Background: an optimization exercise with open tools, aiming at small area, a short achievable clock period and few clock cycles per item. Do not read the settings as production practice.
Only simulation tests tie the RTL to the original design; equivalence was not proved.
Power and IR drop assume default switching activity.

==> inputs of v31 <==
==> flow/design.v <==
`timescale 1ns / 1ps
package nmpt_pkg;
   localparam int PAGE_W     = 11;
   localparam int WAIT_W     = 16;
   localparam int RETRY_W    = 8;
   localparam int TOTAL_W    = 32;
   localparam int CMP_W      = 17;   
   localparam int CSR_IDX_W  = 2;
   localparam int CSR_DATA_W = 16;
   localparam logic [PAGE_W-1:0]  PAGE_COUNT_RST  = 11'd1024;
   localparam logic [WAIT_W-1:0]  WAIT_TICKS_RST  = 16'd1000;
   localparam logic [RETRY_W-1:0] RETRY_LIMIT_RST = 8'd5;
   typedef enum logic [2:0] {
      OP_COMPLAINT   = 3'd0,
      OP_PAGE_RESENT = 3'd1,
      OP_QUERY_PAGE  = 3'd2,
      OP_TICK        = 3'd3,
      OP_ARM_WAIT    = 3'd4,
      OP_CLEAR_ALL   = 3'd5
   } op_type;
   typedef enum logic [2:0] {
      CC_PAGE_RECEIVED = 3'd0,
      CC_START_OK      = 3'd1,
      CC_EOF_OK        = 3'd2,
      CC_MISSING_PAGE  = 3'd3,
      CC_LAST_MISSING  = 3'd4
   } complaint_type;
   typedef enum logic [CSR_IDX_W-1:0] {
      CSR_PAGE_COUNT  = 2'd0,
      CSR_WAIT_TICKS  = 2'd1,
      CSR_RETRY_LIMIT = 2'd2
   } csr_index_type;
   typedef enum logic [1:0] {
      ST_SWEEP,
      ST_IDLE,
      ST_EXEC
   } state_type;
   typedef struct packed {
      logic [2:0]        operation;
      logic [2:0]        complaint_code;
      logic              frame_ok;
      logic [PAGE_W-1:0] page;
   } req_type;
   typedef struct packed {
      logic               handled;
      logic               page_missing;
      logic               any_missing;
      logic [TOTAL_W-1:0] missing_reports;
      logic               peer_ready;
      logic               resend;
      logic               timed_out;
   } rsp_type;
endpackage
`timescale 1ns / 1ps
module nmpt_ram (
   input  logic        clock,
   input  logic        clr_all,    
   input  logic        set_en,     
   input  logic        clr_en,     
   input  logic [9:0]  addr,       
   output logic [31:0] col_bits    
);
   logic [31:0] row_hot, col_hot;
   logic [31:0] row_set, row_clr, col_wr;
   always_comb begin
      row_hot = 32'b1 << addr[9:5];
      col_hot = 32'b1 << addr[4:0];
   end
   assign row_set = row_hot & {32{set_en}};
   assign row_clr = (row_hot & {32{clr_en}}) | {32{clr_all}};
   assign col_wr  = col_hot | {32{clr_all}};
   for (genvar r = 0; r < 32; r++) begin : g_row
      logic [31:0] bits;
      always_ff @(posedge clock) begin
         bits <= ({32{row_set[r]}} & col_wr)
               | (bits & ~({32{row_clr[r]}} & col_wr));
      end
      assign col_bits[r] = |(bits & col_hot);
   end
endmodule
`timescale 1ns / 1ps
import nmpt_pkg::*;
module nak_missing_page_tracker #(
   parameter int MAX_PAGES = 1024
) (
   input  logic                  clock,
   input  logic                  reset,
   input  logic                  req_valid,
   output logic                  req_stall,
   input  nmpt_pkg::req_type     req_data,
   output logic                  rsp_valid,
   input  logic                  rsp_stall,
   output nmpt_pkg::rsp_type     rsp_data,
   input  logic                  csr_wr_en,
   input  logic [CSR_IDX_W-1:0]  csr_index,
   input  logic [CSR_DATA_W-1:0] csr_wr_data
);
   logic [PAGE_W-1:0]    page_count_ff;
   logic [WAIT_W-1:0]    wait_ticks_ff;
   logic [RETRY_W-1:0]   retry_limit_ff;
   logic                 reset_q;
   logic [2:0]           owed_ff,   owed_in;
   logic                 stall_ff;
   logic                 b_valid, b_set, b_clr, b_clrall, b_qry;
   logic                 b_handled, b_ready, b_tick, b_arm;
   logic [9:0]           b_addr;
   logic                 c_valid, c_set, c_clr, c_clrall, c_qry;
   logic                 c_handled, c_ready, c_tick, c_arm;
   logic [4:0]           c_row;
   logic [31:0]          c_bits;
   logic [10:0]          marked_ff;
   logic                 ready_ff,  waiting_ff;
   logic [WAIT_W-1:0]    e1_ff;      
   logic [RETRY_W-1:0]   x1_ff;      
   typedef struct packed {
      logic handled;
      logic page_missing;
      logic any_missing;
      logic report;
      logic peer_ready;
      logic resend;
      logic timed_out;
   } res_type;
   logic                 r_valid;
   res_type              r_res;
   logic [TOTAL_W-1:0]   r_total;
   res_type              q0, q1, q2;    
   logic [1:0]           q_head, q_tail, q_cnt;
   logic              accept;
   logic              is_cmp, in_range, is_report;
   logic [PAGE_W-1:0] page;
   assign req_stall = stall_ff;
   assign accept    = req_valid && !stall_ff;
   assign page      = req_data.page;
   assign is_cmp    = req_data.operation == 3'd0;
   assign in_range  = (page != '0) && (page <= page_count_ff)
                   && (!page[10] || (page[9:0] == '0));
   assign is_report = is_cmp && req_data.frame_ok
                   && (req_data.complaint_code == 3'd3 || req_data.complaint_code == 3'd4);
   always_ff @(posedge clock) begin
      b_valid   <= accept && !reset;
      b_set     <= accept && !reset && is_report && in_range;
      b_clr     <= accept && !reset && req_data.operation == 3'd1 && !page[10];
      b_clrall  <= accept && !reset && req_data.operation == 3'd5;
      b_qry     <= accept && !reset && req_data.operation == 3'd2 && !page[10];
      b_handled <= accept && !reset && is_cmp && req_data.frame_ok
                && (req_data.complaint_code <= 3'd4);
      b_ready   <= accept && !reset && is_cmp && req_data.frame_ok
                && (req_data.complaint_code == 3'd1 || req_data.complaint_code == 3'd2
                    || (req_data.complaint_code == 3'd4 && in_range));
      b_tick    <= accept && !reset && req_data.operation == 3'd3;
      b_arm     <= accept && !reset && req_data.operation == 3'd4;
      b_addr    <= is_cmp ? page[9:0] - 10'd1 : page[9:0];
   end
   logic [31:0] col_bits;
   nmpt_ram u_bitmap (
      .clock    (clock),
      .clr_all  (b_clrall || reset_q),
      .set_en   (b_set),
      .clr_en   (b_clr),
      .addr     (b_addr),
      .col_bits (col_bits)
   );
   always_ff @(posedge clock) begin
      c_valid   <= b_valid   && !reset;
      c_set     <= b_set     && !reset;
      c_clr     <= b_clr     && !reset;
      c_clrall  <= b_clrall  && !reset;
      c_qry     <= b_qry     && !reset;
      c_handled <= b_handled && !reset;
      c_ready   <= b_ready   && !reset;
      c_tick    <= b_tick    && !reset;
      c_arm     <= b_arm     && !reset;
      c_row     <= b_addr[9:5];
      c_bits    <= col_bits;
   end
   logic              old_bit, mark, unmark;
   logic [10:0]       marked_in;
   logic              any_in;
   logic              ready_in, waiting_in;
   logic [WAIT_W-1:0] e1_in, e1_inc;
   logic [RETRY_W-1:0] x1_in, x1_inc;
   logic              ticking, expired, retry_left;
   res_type           res;
   assign old_bit = c_bits[c_row];
   assign mark    = c_set && !old_bit;
   assign unmark  = c_clr && old_bit;
   always_comb begin
      if (c_clrall) begin
         marked_in = '0;
         any_in    = 1'b0;
      end else if (mark) begin
         marked_in = marked_ff + 11'd1;
         any_in    = 1'b1;
      end else if (unmark) begin
         marked_in = marked_ff - 11'd1;
         any_in    = marked_ff != 11'd1;
      end else begin
         marked_in = marked_ff;
         any_in    = marked_ff != 11'd0;
      end
   end
   assign e1_inc     = (e1_ff != '1) ? e1_ff + WAIT_W'(1) : e1_ff;
   assign x1_inc     = (x1_ff != '1) ? x1_ff + RETRY_W'(1) : x1_ff;
   assign ticking    = c_tick && waiting_ff && !ready_ff;
   assign expired    = e1_ff >= wait_ticks_ff;
   assign retry_left = x1_ff < retry_limit_ff;
   always_comb begin
      ready_in   = ready_ff;
      waiting_in = waiting_ff;
      e1_in      = e1_ff;
      x1_in      = x1_ff;
      if (c_ready) begin
         ready_in   = 1'b1;
         waiting_in = 1'b0;
      end
      if (c_handled && waiting_in) begin
         e1_in = WAIT_W'(1);
      end
      if (ticking) begin
         e1_in = e1_inc;
         if (expired) begin
            x1_in = x1_inc;
            if (retry_left) begin
               e1_in = WAIT_W'(1);
            end else begin
               waiting_in = 1'b0;
            end
         end
      end
      if (c_arm) begin
         ready_in   = 1'b0;
         waiting_in = 1'b1;
         e1_in      = WAIT_W'(1);
         x1_in      = RETRY_W'(1);
      end
   end
   assign res.handled      = c_handled;
   assign res.page_missing = c_qry && old_bit;
   assign res.any_missing  = any_in;
   assign res.report       = c_set;
   assign res.peer_ready   = ready_in;
   assign res.resend       = ticking && expired && retry_left;
   assign res.timed_out    = ticking && expired && !retry_left;
   logic    r_free, take, from_q, from_res, push;
   res_type ld_res;
   logic [1:0] q_head_nx, q_tail_nx;
   assign r_free   = !r_valid || !rsp_stall;
   assign take     = r_valid && !rsp_stall;
   assign from_q   = r_free && (q_cnt != 2'd0);
   assign from_res = r_free && (q_cnt == 2'd0) && c_valid;
   assign push     = c_valid && !from_res;
   always_comb begin
      if (q_cnt == 2'd0) begin
         ld_res = res;
      end else begin
         case (q_head)
            2'd0:    ld_res = q0;
            2'd1:    ld_res = q1;
            default: ld_res = q2;
         endcase
      end
   end
   assign q_head_nx = (q_head == 2'd2) ? 2'd0 : q_head + 2'd1;
   assign q_tail_nx = (q_tail == 2'd2) ? 2'd0 : q_tail + 2'd1;
   assign rsp_valid               = r_valid;
   assign rsp_data.handled        = r_res.handled;
   assign rsp_data.page_missing   = r_res.page_missing;
   assign rsp_data.any_missing    = r_res.any_missing;
   assign rsp_data.missing_reports = r_total;
   assign rsp_data.peer_ready     = r_res.peer_ready;
   assign rsp_data.resend         = r_res.resend;
   assign rsp_data.timed_out      = r_res.timed_out;
   always_comb begin
      owed_in = owed_ff + 3'(accept) - 3'(take);
   end
   always_ff @(posedge clock) begin
      if (reset) begin
         r_valid  <= 1'b0;
         q_head   <= '0;
         q_tail   <= '0;
         q_cnt    <= '0;
         r_total  <= '0;
         owed_ff  <= '0;
         stall_ff <= 1'b0;
      end else begin
         owed_ff  <= owed_in;
         stall_ff <= owed_in >= 3'd4;
         if (r_free) begin
            r_valid <= (q_cnt != 2'd0) || c_valid;
         end
         if (from_q || from_res) begin
            if (ld_res.report && r_total != '1) begin
               r_total <= r_total + TOTAL_W'(1);
            end
         end
         if (from_q) begin
            q_head <= q_head_nx;
         end
         if (push) begin
            q_tail <= q_tail_nx;
         end
         q_cnt <= q_cnt + 2'(push) - 2'(from_q);
      end
   end
   always_ff @(posedge clock) begin
      if (from_q || from_res) begin
         r_res <= ld_res;
      end
      if (push && q_tail == 2'd0) q0 <= res;
      if (push && q_tail == 2'd1) q1 <= res;
      if (push && q_tail == 2'd2) q2 <= res;
   end
   always_ff @(posedge clock) begin
      reset_q <= reset;
      if (reset) begin
         page_count_ff  <= PAGE_COUNT_RST;
         wait_ticks_ff  <= WAIT_TICKS_RST;
         retry_limit_ff <= RETRY_LIMIT_RST;
         marked_ff      <= '0;
         ready_ff       <= 1'b0;
         waiting_ff     <= 1'b0;
         e1_ff          <= WAIT_W'(1);
         x1_ff          <= RETRY_W'(1);
      end else begin
         marked_ff  <= marked_in;
         ready_ff   <= ready_in;
         waiting_ff <= waiting_in;
         e1_ff      <= e1_in;
         x1_ff      <= x1_in;
         if (csr_wr_en) begin
            case (csr_index)
               CSR_PAGE_COUNT:  page_count_ff  <= csr_wr_data[PAGE_W-1:0];
               CSR_WAIT_TICKS:  wait_ticks_ff  <= csr_wr_data[WAIT_W-1:0];
               CSR_RETRY_LIMIT: retry_limit_ff <= csr_wr_data[RETRY_W-1:0];
               default: ;
            endcase
         end
      end
   end
endmodule
`timescale 1ns / 1ps
module nmpt_top (
   input  logic        clock,
   input  logic        reset,
   input  logic        req_valid,
   output logic        req_stall,
   input  logic [2:0]  req_op,
   input  logic [2:0]  req_code,
   input  logic        req_frame_ok,
   input  logic [10:0] req_page,
   output logic        rsp_valid,
   input  logic        rsp_stall,
   output logic        rsp_handled,
   output logic        rsp_page_missing,
   output logic        rsp_any_missing,
   output logic [31:0] rsp_missing_reports,
   output logic        rsp_peer_ready,
   output logic        rsp_resend,
   output logic        rsp_timed_out,
   input  logic        csr_wr_en,
   input  logic [1:0]  csr_index,
   input  logic [15:0] csr_wr_data
);
   nmpt_pkg::req_type req_word;
   nmpt_pkg::rsp_type rsp_word;
   assign req_word.operation      = req_op;
   assign req_word.complaint_code = req_code;
   assign req_word.frame_ok       = req_frame_ok;
   assign req_word.page           = req_page;
   assign rsp_handled         = rsp_word.handled;
   assign rsp_page_missing    = rsp_word.page_missing;
   assign rsp_any_missing     = rsp_word.any_missing;
   assign rsp_missing_reports = rsp_word.missing_reports;
   assign rsp_peer_ready      = rsp_word.peer_ready;
   assign rsp_resend          = rsp_word.resend;
   assign rsp_timed_out       = rsp_word.timed_out;
   nak_missing_page_tracker #(
      .MAX_PAGES (1024)
   ) u_tracker (
      .clock       (clock),
      .reset       (reset),
      .req_valid   (req_valid),
      .req_stall   (req_stall),
      .req_data    (req_word),
      .rsp_valid   (rsp_valid),
      .rsp_stall   (rsp_stall),
      .rsp_data    (rsp_word),
      .csr_wr_en   (csr_wr_en),
      .csr_index   (csr_index),
      .csr_wr_data (csr_wr_data)
   );
endmodule
==> flow/run.sh <==
#!/bin/bash
# synth_recipe.tcl (not shown) runs the flow's synth.tcl, then flattens the netlist and writes it again
# the make line also repeats each setting of config.mk as NAME=value (left out here)
make -C /OpenROAD-flow-scripts/flow DESIGN_CONFIG=/design/flow/config.mk WORK_HOME=/design/flow/orfs CLKGATE_MAP_FILE= SYNTH_SCRIPT=/design/flow/synth_recipe.tcl finish
==> flow/config.mk <==
export PLATFORM = sky130hd
export DESIGN_NAME = nmpt_top
export DESIGN_NICKNAME = nmpt_top
export VERILOG_FILES = /design/flow/design.v
export SDC_FILE = /design/flow/constraint.sdc
export NUM_CORES = 4
export LEC_CHECK = 0
export CAP_MARGIN = 20
export CORE_MARGIN = 2
export CORE_UTILIZATION = 40
export SLEW_MARGIN = 20
==> flow/constraint.sdc <==
create_clock -name core_clock -period 8.0 [get_ports {clock}]
set_input_delay 1.6000 -clock core_clock [delete_from_list [all_inputs] [get_ports {clock}]]
set_output_delay 1.6000 -clock core_clock [all_outputs]
set_load 0.01 [all_outputs]
==> v35: changes against v31 <==
--- a/flow/design.v
+++ b/flow/design.v
@@ -56,24 +56,22 @@
    input  logic        clock,
-   input  logic        clr_all,    
-   input  logic        set_en,     
-   input  logic        clr_en,     
-   input  logic [9:0]  addr,       
-   output logic [31:0] col_bits    
+   input  logic [3:0]  row_set_lo,
+   input  logic [7:0]  row_set_hi,
+   input  logic [3:0]  row_clr_lo,
+   input  logic [7:0]  row_clr_hi,
+   input  logic [31:0] col_wr_n,     
+   input  logic [31:0] col_rd,       
+   output logic [31:0] col_bits      
 );
-   logic [31:0] row_hot, col_hot;
-   logic [31:0] row_set, row_clr, col_wr;
-   always_comb begin
-      row_hot = 32'b1 << addr[9:5];
-      col_hot = 32'b1 << addr[4:0];
+   logic [31:0] row_set_n, row_clr_n;
+   for (genvar i = 0; i < 32; i++) begin : g_line
+      assign row_set_n[i] = !(row_set_lo[i % 4] && row_set_hi[i / 4]);
+      assign row_clr_n[i] = !(row_clr_lo[i % 4] && row_clr_hi[i / 4]);
    end
-   assign row_set = row_hot & {32{set_en}};
-   assign row_clr = (row_hot & {32{clr_en}}) | {32{clr_all}};
-   assign col_wr  = col_hot | {32{clr_all}};
    for (genvar r = 0; r < 32; r++) begin : g_row
-      logic [31:0] bits;
+      logic [31:0] bits, kept;
+      assign kept = ~(bits & ({32{row_clr_n[r]}} | col_wr_n));
       always_ff @(posedge clock) begin
-         bits <= ({32{row_set[r]}} & col_wr)
-               | (bits & ~({32{row_clr[r]}} & col_wr));
+         bits <= ~(kept & ({32{row_set_n[r]}} | col_wr_n));
       end
-      assign col_bits[r] = |(bits & col_hot);
+      assign col_bits[r] = |(bits & col_rd);
    end
@@ -100,3 +98,2 @@
    logic [RETRY_W-1:0]   retry_limit_ff;
-   logic                 reset_q;
    logic [2:0]           owed_ff,   owed_in;
@@ -105,7 +102,12 @@
    logic                 b_handled, b_ready, b_tick, b_arm;
-   logic [9:0]           b_addr;
+   logic [4:0]           b_row;
+   logic [3:0]           b_row_lo;
+   logic [31:0]          b_col_rd;
+   logic [31:0]          b_col_wr_n;
+   logic [3:0]           b_row_slo, b_row_clo;
+   logic [7:0]           b_row_shi, b_row_chi;
    logic                 c_valid, c_set, c_clr, c_clrall, c_qry;
    logic                 c_handled, c_ready, c_tick, c_arm;
-   logic [4:0]           c_row;
-   logic [31:0]          c_bits;
+   logic [2:0]           c_row_hi;
+   logic [7:0]           c_bits;     
    logic [10:0]          marked_ff;
@@ -139,6 +141,12 @@
                    && (req_data.complaint_code == 3'd3 || req_data.complaint_code == 3'd4);
+   logic [9:0] entry;
+   logic       set_w, clr_w, wipe;
+   assign entry = is_cmp ? page[9:0] - 10'd1 : page[9:0];
+   assign set_w = accept && !reset && is_report && in_range;
+   assign clr_w = accept && !reset && req_data.operation == 3'd1 && !page[10];
+   assign wipe  = reset || (accept && req_data.operation == 3'd5);
    always_ff @(posedge clock) begin
       b_valid   <= accept && !reset;
-      b_set     <= accept && !reset && is_report && in_range;
-      b_clr     <= accept && !reset && req_data.operation == 3'd1 && !page[10];
+      b_set     <= set_w;
+      b_clr     <= clr_w;
       b_clrall  <= accept && !reset && req_data.operation == 3'd5;
@@ -152,11 +160,24 @@
       b_arm     <= accept && !reset && req_data.operation == 3'd4;
-      b_addr    <= is_cmp ? page[9:0] - 10'd1 : page[9:0];
+      b_row     <= entry[9:5];
+      b_col_wr_n <= ~((32'b1 << entry[4:0]) | {32{wipe}});
+      b_row_slo <= 4'b1 << entry[6:5];
+      b_row_shi <= (8'b1 << entry[9:7]) & {8{set_w}};
+      b_row_clo <= (4'b1 << entry[6:5]) | {4{wipe}};
+      b_row_chi <= ((8'b1 << entry[9:7]) & {8{clr_w}}) | {8{wipe}};
+      b_col_rd  <= 32'b1 << entry[4:0];
+      b_row_lo  <= 4'b1 << entry[6:5];
    end
    logic [31:0] col_bits;
+   logic [7:0]  row_pick;
+   for (genvar j = 0; j < 8; j++) begin : g_pick
+      assign row_pick[j] = |(col_bits[4*j +: 4] & b_row_lo);
+   end
    nmpt_ram u_bitmap (
       .clock    (clock),
-      .clr_all  (b_clrall || reset_q),
-      .set_en   (b_set),
-      .clr_en   (b_clr),
-      .addr     (b_addr),
+      .row_set_lo (b_row_slo),
+      .row_set_hi (b_row_shi),
+      .row_clr_lo (b_row_clo),
+      .row_clr_hi (b_row_chi),
+      .col_wr_n   (b_col_wr_n),
+      .col_rd     (b_col_rd),
       .col_bits (col_bits)
@@ -173,4 +194,4 @@
       c_arm     <= b_arm     && !reset;
-      c_row     <= b_addr[9:5];
-      c_bits    <= col_bits;
+      c_row_hi  <= b_row[4:2];
+      c_bits    <= row_pick;
    end
@@ -184,3 +205,3 @@
    res_type           res;
-   assign old_bit = c_bits[c_row];
+   assign old_bit = c_bits[c_row_hi];
    assign mark    = c_set && !old_bit;
@@ -306,3 +327,5 @@
    always_ff @(posedge clock) begin
-      if (from_q || from_res) begin
+      if (reset) begin
+         r_res <= '0;
+      end else if (from_q || from_res) begin
          r_res <= ld_res;
@@ -314,3 +337,2 @@
    always_ff @(posedge clock) begin
-      reset_q <= reset;
       if (reset) begin
==> flow/flow/run.sh (new file) <==
#!/bin/bash
export SETUP_SLACK_MARGIN=5.6
bash standard.sh > standard.log 2>&1
status=$?
cp -r orfs/logs/sky130hd/nmpt_top/base orfs_logs 2>/dev/null
exit $status
==> flow/standard.sh (new file) <==
#!/bin/bash
# synth_recipe.tcl (not shown) runs the flow's synth.tcl, then flattens the netlist and writes it again
# the make line also repeats each setting of config.mk as NAME=value (left out here)
make -C /OpenROAD-flow-scripts/flow DESIGN_CONFIG=/design/flow/config.mk WORK_HOME=/design/flow/orfs CLKGATE_MAP_FILE= SYNTH_SCRIPT=/design/flow/synth_recipe.tcl "${@:-finish}"
--- a/flow/config.mk
+++ b/flow/config.mk
@@ -9,3 +9,5 @@
 export CORE_MARGIN = 2
-export CORE_UTILIZATION = 40
+export CORE_UTILIZATION = 55
+export CTS_CLUSTER_DIAMETER = 120
+export CTS_CLUSTER_SIZE = 24
 export SLEW_MARGIN = 20
removed: flow/run.sh
==> v32: changes against v31 <==
--- a/flow/design.v
+++ b/flow/design.v
@@ -56,17 +56,17 @@
    input  logic        clock,
-   input  logic        clr_all,    
-   input  logic        set_en,     
-   input  logic        clr_en,     
-   input  logic [9:0]  addr,       
-   output logic [31:0] col_bits    
+   input  logic        clr_all,      
+   input  logic [3:0]  row_lo,       
+   input  logic [7:0]  row_hi_set,   
+   input  logic [7:0]  row_hi_clr,   
+   input  logic [3:0]  col_lo,       
+   input  logic [7:0]  col_hi,       
+   output logic [31:0] col_bits      
 );
-   logic [31:0] row_hot, col_hot;
-   logic [31:0] row_set, row_clr, col_wr;
-   always_comb begin
-      row_hot = 32'b1 << addr[9:5];
-      col_hot = 32'b1 << addr[4:0];
+   logic [31:0] col_hot, row_set, row_clr, col_wr;
+   for (genvar i = 0; i < 32; i++) begin : g_line
+      assign col_hot[i] = col_lo[i % 4] && col_hi[i / 4];
+      assign row_set[i] = row_lo[i % 4] && row_hi_set[i / 4];
+      assign row_clr[i] = (row_lo[i % 4] && row_hi_clr[i / 4]) || clr_all;
+      assign col_wr[i]  = col_hot[i] || clr_all;
    end
-   assign row_set = row_hot & {32{set_en}};
-   assign row_clr = (row_hot & {32{clr_en}}) | {32{clr_all}};
-   assign col_wr  = col_hot | {32{clr_all}};
    for (genvar r = 0; r < 32; r++) begin : g_row
@@ -105,7 +105,9 @@
    logic                 b_handled, b_ready, b_tick, b_arm;
-   logic [9:0]           b_addr;
+   logic [4:0]           b_row;
+   logic [3:0]           b_col_lo, b_row_lo;
+   logic [7:0]           b_col_hi, b_row_hs, b_row_hc;
    logic                 c_valid, c_set, c_clr, c_clrall, c_qry;
    logic                 c_handled, c_ready, c_tick, c_arm;
-   logic [4:0]           c_row;
-   logic [31:0]          c_bits;
+   logic [2:0]           c_row_hi;
+   logic [7:0]           c_bits;     
    logic [10:0]          marked_ff;
@@ -139,6 +141,11 @@
                    && (req_data.complaint_code == 3'd3 || req_data.complaint_code == 3'd4);
+   logic [9:0] entry;
+   logic       set_w, clr_w;
+   assign entry = is_cmp ? page[9:0] - 10'd1 : page[9:0];
+   assign set_w = accept && !reset && is_report && in_range;
+   assign clr_w = accept && !reset && req_data.operation == 3'd1 && !page[10];
    always_ff @(posedge clock) begin
       b_valid   <= accept && !reset;
-      b_set     <= accept && !reset && is_report && in_range;
-      b_clr     <= accept && !reset && req_data.operation == 3'd1 && !page[10];
+      b_set     <= set_w;
+      b_clr     <= clr_w;
       b_clrall  <= accept && !reset && req_data.operation == 3'd5;
@@ -152,11 +159,22 @@
       b_arm     <= accept && !reset && req_data.operation == 3'd4;
-      b_addr    <= is_cmp ? page[9:0] - 10'd1 : page[9:0];
+      b_row     <= entry[9:5];
+      b_col_lo  <= 4'b1 << entry[1:0];
+      b_col_hi  <= 8'b1 << entry[4:2];
+      b_row_lo  <= 4'b1 << entry[6:5];
+      b_row_hs  <= (8'b1 << entry[9:7]) & {8{set_w}};
+      b_row_hc  <= (8'b1 << entry[9:7]) & {8{clr_w}};
    end
    logic [31:0] col_bits;
+   logic [7:0]  row_pick;
+   for (genvar j = 0; j < 8; j++) begin : g_pick
+      assign row_pick[j] = |(col_bits[4*j +: 4] & b_row_lo);
+   end
    nmpt_ram u_bitmap (
       .clock    (clock),
-      .clr_all  (b_clrall || reset_q),
-      .set_en   (b_set),
-      .clr_en   (b_clr),
-      .addr     (b_addr),
+      .clr_all    (b_clrall || reset_q),
+      .row_lo     (b_row_lo),
+      .row_hi_set (b_row_hs),
+      .row_hi_clr (b_row_hc),
+      .col_lo     (b_col_lo),
+      .col_hi     (b_col_hi),
       .col_bits (col_bits)
@@ -173,4 +191,4 @@
       c_arm     <= b_arm     && !reset;
-      c_row     <= b_addr[9:5];
-      c_bits    <= col_bits;
+      c_row_hi  <= b_row[4:2];
+      c_bits    <= row_pick;
    end
@@ -184,3 +202,3 @@
    res_type           res;
-   assign old_bit = c_bits[c_row];
+   assign old_bit = c_bits[c_row_hi];
    assign mark    = c_set && !old_bit;
--- a/flow/config.mk
+++ b/flow/config.mk
@@ -9,3 +9,4 @@
 export CORE_MARGIN = 2
-export CORE_UTILIZATION = 40
+export CORE_UTILIZATION = 65
+export SETUP_SLACK_MARGIN = 5.0
 export SLEW_MARGIN = 20
==> notes <==
- v31 completed without violations. v35 completed with no timing, DRC or antenna violations. v32 completed and failed the layout checks on max-capacitance violations, max-slew violations.
- Clock-buffer cell count: v31 > v32 > v35.
- Fmax: v35 > v32 > v31.
- Against v32, the sequential power of v31 is lower by about 0.6%.
- Cell count, lowest first: v32, v35, v31.
- Hold slack: v35 is lower than v31 (0.088 ns).
- The lowest synthesized cell count belongs to v31, the highest to v32.
- The highest non-clock buffer count belongs to v35, the lowest to v31.
- In v32 the sequential share of layout area is lower than in v35, by 2.7 points.
Testbench counts of v31, summed over its fixed seeds: cycles 16,352, items 16,320.
Testbench counts of v35, summed over its fixed seeds: cycles 16,352, items 16,320.
Testbench counts of v32, summed over its fixed seeds: cycles 16,352, items 16,320.

## separate check: timing with driven ports
Ports are ideal in the flow. The routed layouts listed here were re-timed in OpenROAD. Step 1 sets driving cells, clkbuf_16 on the clock port and buf_2 on the other inputs (assumed; they add their load-dependent delay and slew). Step 2 times the ports against the registers' clock, not the clock port: input delays grow and output delays shrink by t, the midpoint of the rising clock arrivals with the driver on. Three values: ideal ports, drivers, drivers and shift; two values: the first two.
run | shift t [ns] | setup slack, ns | hold WS [ns] | slew at the worst register clock pin (ns) | worst data-port slew with drivers (ns)
v31 | 0.823 | 4.151 / 4.151 / 4.141 | 0.439 / 0.439 / 0.439 | 0.06 / 0.06 | 0.06
v35 | 0.763 | 5.230 / 5.153 / 4.733 | 0.350 / 0.350 / 0.350 | 0.10 / 0.10 | 0.10
v32 | 0.790 | 4.923 / 4.923 / 4.354 | 0.331 / 0.331 / 0.331 | 0.06 / 0.06 | 0.06
The setup slack of v32, which loses most, moves by 0.000 ns with the drivers and by -0.569 ns with both steps.
